Background: an optimization exercise with open tools, aiming at small area, a short achievable clock period and few clock cycles per item. Do not read the settings as production practice.
Only simulation tests tie the RTL to the original design; equivalence was not proved.
Power is estimated from default activity; no workload was simulated.

== trial 36 ==
Design signed_int32_divider, start of the top module:
module signed_int32_divider (
    input  logic        i_clk,
    input  logic        i_rst_n,
    input  logic        i_req_valid,
    output logic        o_req_ready,
    input  logic [31:0] i_req_numerator,
    input  logic [31:0] i_req_denominator,
    output logic        o_rsp_valid,
    input  logic        i_rsp_ready,
    output logic [31:0] o_rsp_quotient,
    output logic [1:0]  o_rsp_status
);
    logic        r_en;       
    logic        r_ov;       
    logic        r_kv;       
    logic [31:0] r_oq;
    logic [1:0]  r_os;
    logic [31:0] r_kq;
    logic [1:0]  r_ks;
    assign o_req_ready = r_en;
    logic [31:0] s0_n;
    logic [31:0] s0_dm;
    logic        s0_neg;
    logic        s0_v;
    assign s0_n   = i_req_numerator[31] ? (~i_req_numerator + 32'd1) : i_req_numerator;
    assign s0_dm  = i_req_denominator[31] ? (~i_req_denominator + 32'd1) : i_req_denominator;
    assign s0_neg = i_req_numerator[31] ^ i_req_denominator[31];
    assign s0_v   = i_req_valid;
    logic        p0_v;
    logic [31:0] p0_n;
    logic [31:0] p0_dm;
    logic        p0_neg;
    always_ff @(posedge i_clk) begin
        if (!i_rst_n) p0_v <= 1'b0;
        else if (r_en) p0_v <= s0_v;
    end
    always_ff @(posedge i_clk) begin
        if (r_en) begin
            p0_n   <= s0_n;
            p0_dm  <= s0_dm;
            p0_neg <= s0_neg;
        end
    end
    logic [0:0] t0_sh;
    logic [1:0] t0_df;
    logic       t0_ge;
    logic [0:0] t0_r;
    logic [0:0] t0_q;
    assign t0_sh = p0_n[31];
    assign t0_df = {1'b0, t0_sh} - {1'b0, p0_dm[0:0]};
    assign t0_ge = ~t0_df[1] & ~|p0_dm[31:1];
    assign t0_r  = t0_ge ? t0_df[0:0] : t0_sh;
    assign t0_q  = t0_ge;
    logic        p1_v;
    logic [0:0] p1_r;
    logic [0:0] p1_q;
    logic [30:0] p1_n;
    logic [31:0] p1_dm;
    logic        p1_neg;
    always_ff @(posedge i_clk) begin
        if (!i_rst_n) p1_v <= 1'b0;
        else if (r_en) p1_v <= p0_v;
    end
    always_ff @(posedge i_clk) begin
        if (r_en) begin
  ...
Settings: LEC_CHECK=0, ABC_AREA=1, CAP_MARGIN=20, CORE_MARGIN=2, CORE_UTILIZATION=40, SLEW_MARGIN=20; clock period 4.4 ns.
run.sh (not shown) runs the stock make flow with config.mk's settings and CLKGATE_MAP_FILE= SYNTH_SCRIPT=/design/flow/synth_recipe.tcl, a recipe that flattens the netlist after the stock synthesis.
Testbench counts of trial 36, summed over its fixed seeds: cycles 9,872, items 9,600.
[inputs] trial 24 vs trial 36
-- flow/config.mk --
<<< trial 36, line 10
export CORE_MARGIN = 2
export CORE_UTILIZATION = 40
export SLEW_MARGIN = 20
>>> trial 24, line 10
export CORE_MARGIN = 2
export CORE_UTILIZATION = 55
export SETUP_SLACK_MARGIN = 1.5
export SLEW_MARGIN = 20
### Flow results
- The clock transition at the registers of the reported paths was comparable across trial 24 and trial 36.
- In the metrics for trial 24 and trial 36, the one carrying the lower final weighted congestion in routability-driven placement is trial 36.
- Fraction of power spent switching nets ends up higher on trial 24.
- [trial 24 vs trial 36] non-clock buffer count: lower in trial 24
- The capturing instance or port of the critical path comes out o_req_ready in one run and p17_r[8] in the other, namely in trial 36 and trial 24 respectively.
- Die area | trial 24 < trial 36
- sky130_fd_sc_hd__dfxtp_4 as the slowest cell on the critical path was reported by trial 36, and sky130_fd_sc_hd__edfxtp_1 by trial 24.
- Trial 24 vs trial 36 — wire length of the first global-routing pass climbed by a little under 10%
- Against trial 36, trial 24 reports a end-of-flow core utilization that is higher.
- When the final numbers for trial 24 and trial 36 were put side by side, the power share of the clock group turned out to be greater in trial 36.
- Against trial 36, the final cell area of trial 24 is lower.
- Total power after layout (higher): trial 24

* * *

signed_int32_divider, a different RTL version from the one above (not shown whole).
For scale: ~2700 flip-flops, about 100 I/O pins, about 97000 um^2 of cells after synthesis.
Design signed_int32_divider, start of the top module:
module signed_int32_divider (
    input  logic        i_clk,
    input  logic        i_rst_n,
    input  logic        i_req_valid,
    output logic        o_req_ready,
    input  logic [31:0] i_req_numerator,
    input  logic [31:0] i_req_denominator,
    output logic        o_rsp_valid,
    input  logic        i_rsp_ready,
    output logic [31:0] o_rsp_quotient,
    output logic [1:0]  o_rsp_status
);
==> flow/config.mk <==
export PLATFORM = sky130hd
export DESIGN_NAME = signed_int32_divider
export DESIGN_NICKNAME = signed_int32_divider
export VERILOG_FILES = /design/flow/design.v
export SDC_FILE = /design/flow/constraint.sdc
export NUM_CORES = 4
export LEC_CHECK = 0
export ABC_AREA = 1
export CAP_MARGIN = 20
export CORE_MARGIN = 2
export CORE_UTILIZATION = 60
export SETUP_SLACK_MARGIN = 2.2
export SLEW_MARGIN = 20
==> flow/constraint.sdc <==
create_clock -name core_clock -period 4.4 [get_ports {i_clk}]
set_input_delay 0.8800 -clock core_clock [delete_from_list [all_inputs] [get_ports {i_clk}]]
set_output_delay 0.8800 -clock core_clock [all_outputs]
set_load 0.01 [all_outputs]
The baseline finished clean.
Testbench counts at the start, summed over its fixed seeds: cycles 9,872, items 9,600.
Edit:
- CTS_CLUSTER_DIAMETER: not set -> 80
- CTS_CLUSTER_SIZE: not set -> 30
- SETUP_SLACK_MARGIN: 2.2 -> 1.8
Result:
- The new run finished but fails on max-capacitance violations, max-slew violations
- final cell count falls by 3.0%
- register-to-register slack is worse by 390 ps
- non-clock buffer count fell by 98
- via count came out lower by 4.9%
- area after synthesis stays the same
- design area goes down by 8.4%
Edit:
- CAP_MARGIN: 20 -> 30
- CORE_UTILIZATION: 60 -> 55
- SLEW_MARGIN: 20 -> 30
Outcome: With this change the flow ran to the end with no violations. Via count drops by 0.43%. Design area grows by about 1.2%. Critical path depth goes up by 8. Wire length barely changes. Worst hold slack hardly moves. Non-clock buffer count is higher by 14. Synthesized area stays the same. Global-route usage is lower by 2.6 points. Worst setup slack improved by 82 ps. Clock-buffer cell count rose by 14. Cell count is higher by 1.6%.
Edit:
- CAP_MARGIN: 30 -> 20
- CORE_UTILIZATION: 55 -> 60
- CTS_CLUSTER_DIAMETER: 80 -> not set
- CTS_CLUSTER_SIZE: 30 -> not set
- SLEW_MARGIN: 30 -> 20
=> Via count is higher by 3.4%; die area fell by 8.3%; first-iteration DRC count is higher by 2.2%; wire length rose by 5.7%; synthesized area is unchanged; sequential power hardly moves; total power went up by 17%; setup slack gets worse by 42 ps; register-to-register slack barely changes.
Edit:
- SETUP_SLACK_MARGIN: 1.8 -> 1.5
Result: Global-route usage hardly moves. Worst setup slack loses 260 ps. Wire length came out lower by 0.58%. Fmax came out lower by 9.3%. Cell area came out lower by 0.44%. Clock power hardly moves. Combinational power barely changes. Critical path depth came out higher by 7. Die area is unchanged. Register-to-register slack loses 300 ps. Count of clock-buffer cells in the layout does not change.
Edit:
- CTS_CLUSTER_DIAMETER: not set -> 60
- CTS_CLUSTER_SIZE: not set -> 20
- SETUP_SLACK_MARGIN: 1.5 -> 1.8
Result: Routed wire length fell by 3.8%. Global-route usage goes down by 1.1 points. First-iteration DRC count rises by 4.2%. Fmax is higher by 9.7%. Final cell count fell by 1.3%. Count of clock-buffer cells in the layout came out lower by 181. Sequential power hardly moves.

* * *

== tundra ==
Another version of the RTL of signed_int32_divider (not shown whole).
Size: roughly 12,000 cells after synthesis, roughly 0.099 mm² of cells after synthesis.
==> flow/design.v (excerpt) <==
module signed_int32_divider (
    input  logic        i_clk,
    input  logic        i_rst_n,
    input  logic        i_req_valid,
    output logic        o_req_ready,
    input  logic [31:0] i_req_numerator,
    input  logic [31:0] i_req_denominator,
    output logic        o_rsp_valid,
    input  logic        i_rsp_ready,
    output logic [31:0] o_rsp_quotient,
    output logic [1:0]  o_rsp_status
);
    localparam logic [5:0] RING_WAIT = 6'd32;  
    logic        r_rdy;      
    logic        r_ov;       
    logic        r_kv;       
    logic [31:0] r_oq;
    logic [1:0]  r_os;
    logic [31:0] r_kq;
    logic [1:0]  r_ks;
    logic        r_park;     
    logic [5:0]  r_cnt;      
    assign o_req_ready = r_rdy;
    logic [31:0] s0_n;
    logic [31:0] s0_dm;
    logic        s0_neg;
    logic        w_park;     
    logic        w_take;     
    assign w_take = i_req_valid & r_rdy;
    assign s0_n   = i_req_numerator[31] ? (~i_req_numerator + 32'd1) : i_req_numerator;
    assign s0_dm  = i_req_denominator[31] ? (~i_req_denominator + 32'd1) : i_req_denominator;
    assign s0_neg = i_req_numerator[31] ^ i_req_denominator[31];
    logic        e_v;        
    logic [31:0] e_q;        
    logic        e_neg;
    logic        e_dz;       
    logic        p0_v;
    logic [31:0] p0_n;
    logic [31:0] p0_dm;
    logic        p0_neg;
    always_ff @(posedge i_clk) begin
        if (!i_rst_n) p0_v <= 1'b0;
        else          p0_v <= w_park | w_take;
    end
    always_ff @(posedge i_clk) begin
        p0_n   <= w_park ? e_q : s0_n;
        p0_dm  <= w_park ? {31'd0, ~e_dz} : s0_dm;
        p0_neg <= w_park ? e_neg : s0_neg;
    end
    logic [0:0] t0_sh;
    logic [1:0] t0_df;
    logic       t0_ge;
    logic [0:0] t0_r;
    logic [0:0] t0_q;
  ...
export LEC_CHECK = 0
export ABC_AREA = 1
export CAP_MARGIN = 20
export CORE_MARGIN = 2
export CORE_UTILIZATION = 60
export SETUP_SLACK_MARGIN = 1.8
export SLEW_MARGIN = 20
create_clock -name core_clock -period 4.4 [get_ports {i_clk}]
standard.sh (not shown) runs the stock make flow with config.mk's settings and CLKGATE_MAP_FILE= SYNTH_SCRIPT=/design/flow/synth_recipe.tcl, a recipe that flattens the netlist after the stock synthesis.
==> flow/flow/run.sh <==
#!/bin/bash
# The standard layout, with the port buffers made of plain buffers
# (buffer_ports otherwise picks a delay cell, which slows the I/O paths).
set -euo pipefail
export BUFFER_PORTS_ARGS="-buffer_cell sky130_fd_sc_hd__buf_2"
bash standard.sh > flow.log 2>&1
Testbench counts of tundra, summed over its fixed seeds: cycles 9,872, items 9,600.
Modified inputs, cedar compared to tundra
==> flow/run.sh (new file) <==
#!/bin/bash
# synth_recipe.tcl (not shown) runs the flow's synth.tcl, then flattens the netlist and writes it again
# the make line also repeats each setting of config.mk as NAME=value (left out here)
make -C /OpenROAD-flow-scripts/flow DESIGN_CONFIG=/design/flow/config.mk WORK_HOME=/design/flow/orfs CLKGATE_MAP_FILE= SYNTH_SCRIPT=/design/flow/synth_recipe.tcl finish
removed: flow/flow/run.sh
removed: flow/standard.sh
[summary]
cedar went all the way through synthesis, placement and routing and the layout is clean on timing, DRC and antenna.
Number of cells traversed by the worst register-to-register path (higher): cedar
tundra → cedar: total detailed-routing wirelength increased by 0.70% relative to the old numbers, number of diodes increased by 4 relative to the old numbers.

-- afterwards: timing with drivers on the ports --
The flow's constraints put no driver on any port. The routed layouts listed below were extracted and timed again, unchanged, in two steps.
Step 1 (the two cells are an assumption about what drives the block):
set clk [get_ports {i_clk}]
set_driving_cell -lib_cell sky130_fd_sc_hd__clkbuf_16 $clk
set_driving_cell -lib_cell sky130_fd_sc_hd__buf_2 [delete_from_list [all_inputs] $clk]
Step 2 times the ports against the registers' clock, not the clock port: input delays grow and output delays shrink by t, the midpoint of the rising clock arrivals with the driver on.
a / b / c = ideal ports / drivers / drivers and shift; a / b = the first two.
run	shift t [ns]	slack for setup (ns)	worst setup path after step 2
trial 36	0.974	0.854 / 0.749 / 1.267	input to register
trial 24	1.014	1.529 / 1.529 / 1.189	input to register
the first run of note 2	0.983	1.801 / 1.717 / 1.386	input to register
the second run of note 2	0.873	1.795 / 1.785 / 1.396	input to register
the third run of note 2	0.912	1.877 / 1.814 / 1.408	input to register
the fourth run of note 2	0.985	1.835 / 1.751 / 1.336	input to register
the fifth run of note 2	0.984	1.571 / 1.555 / 1.362	input to register
the sixth run of note 2	0.941	1.821 / 1.784 / 1.386	input to register
tundra	0.987	1.814 / 1.725 / 1.646	input to register
cedar	0.982	1.843 / 1.753 / 1.273	input to register
The setup slack of cedar, which loses most, moves by -0.090 ns with the drivers and by -0.570 ns with both steps.
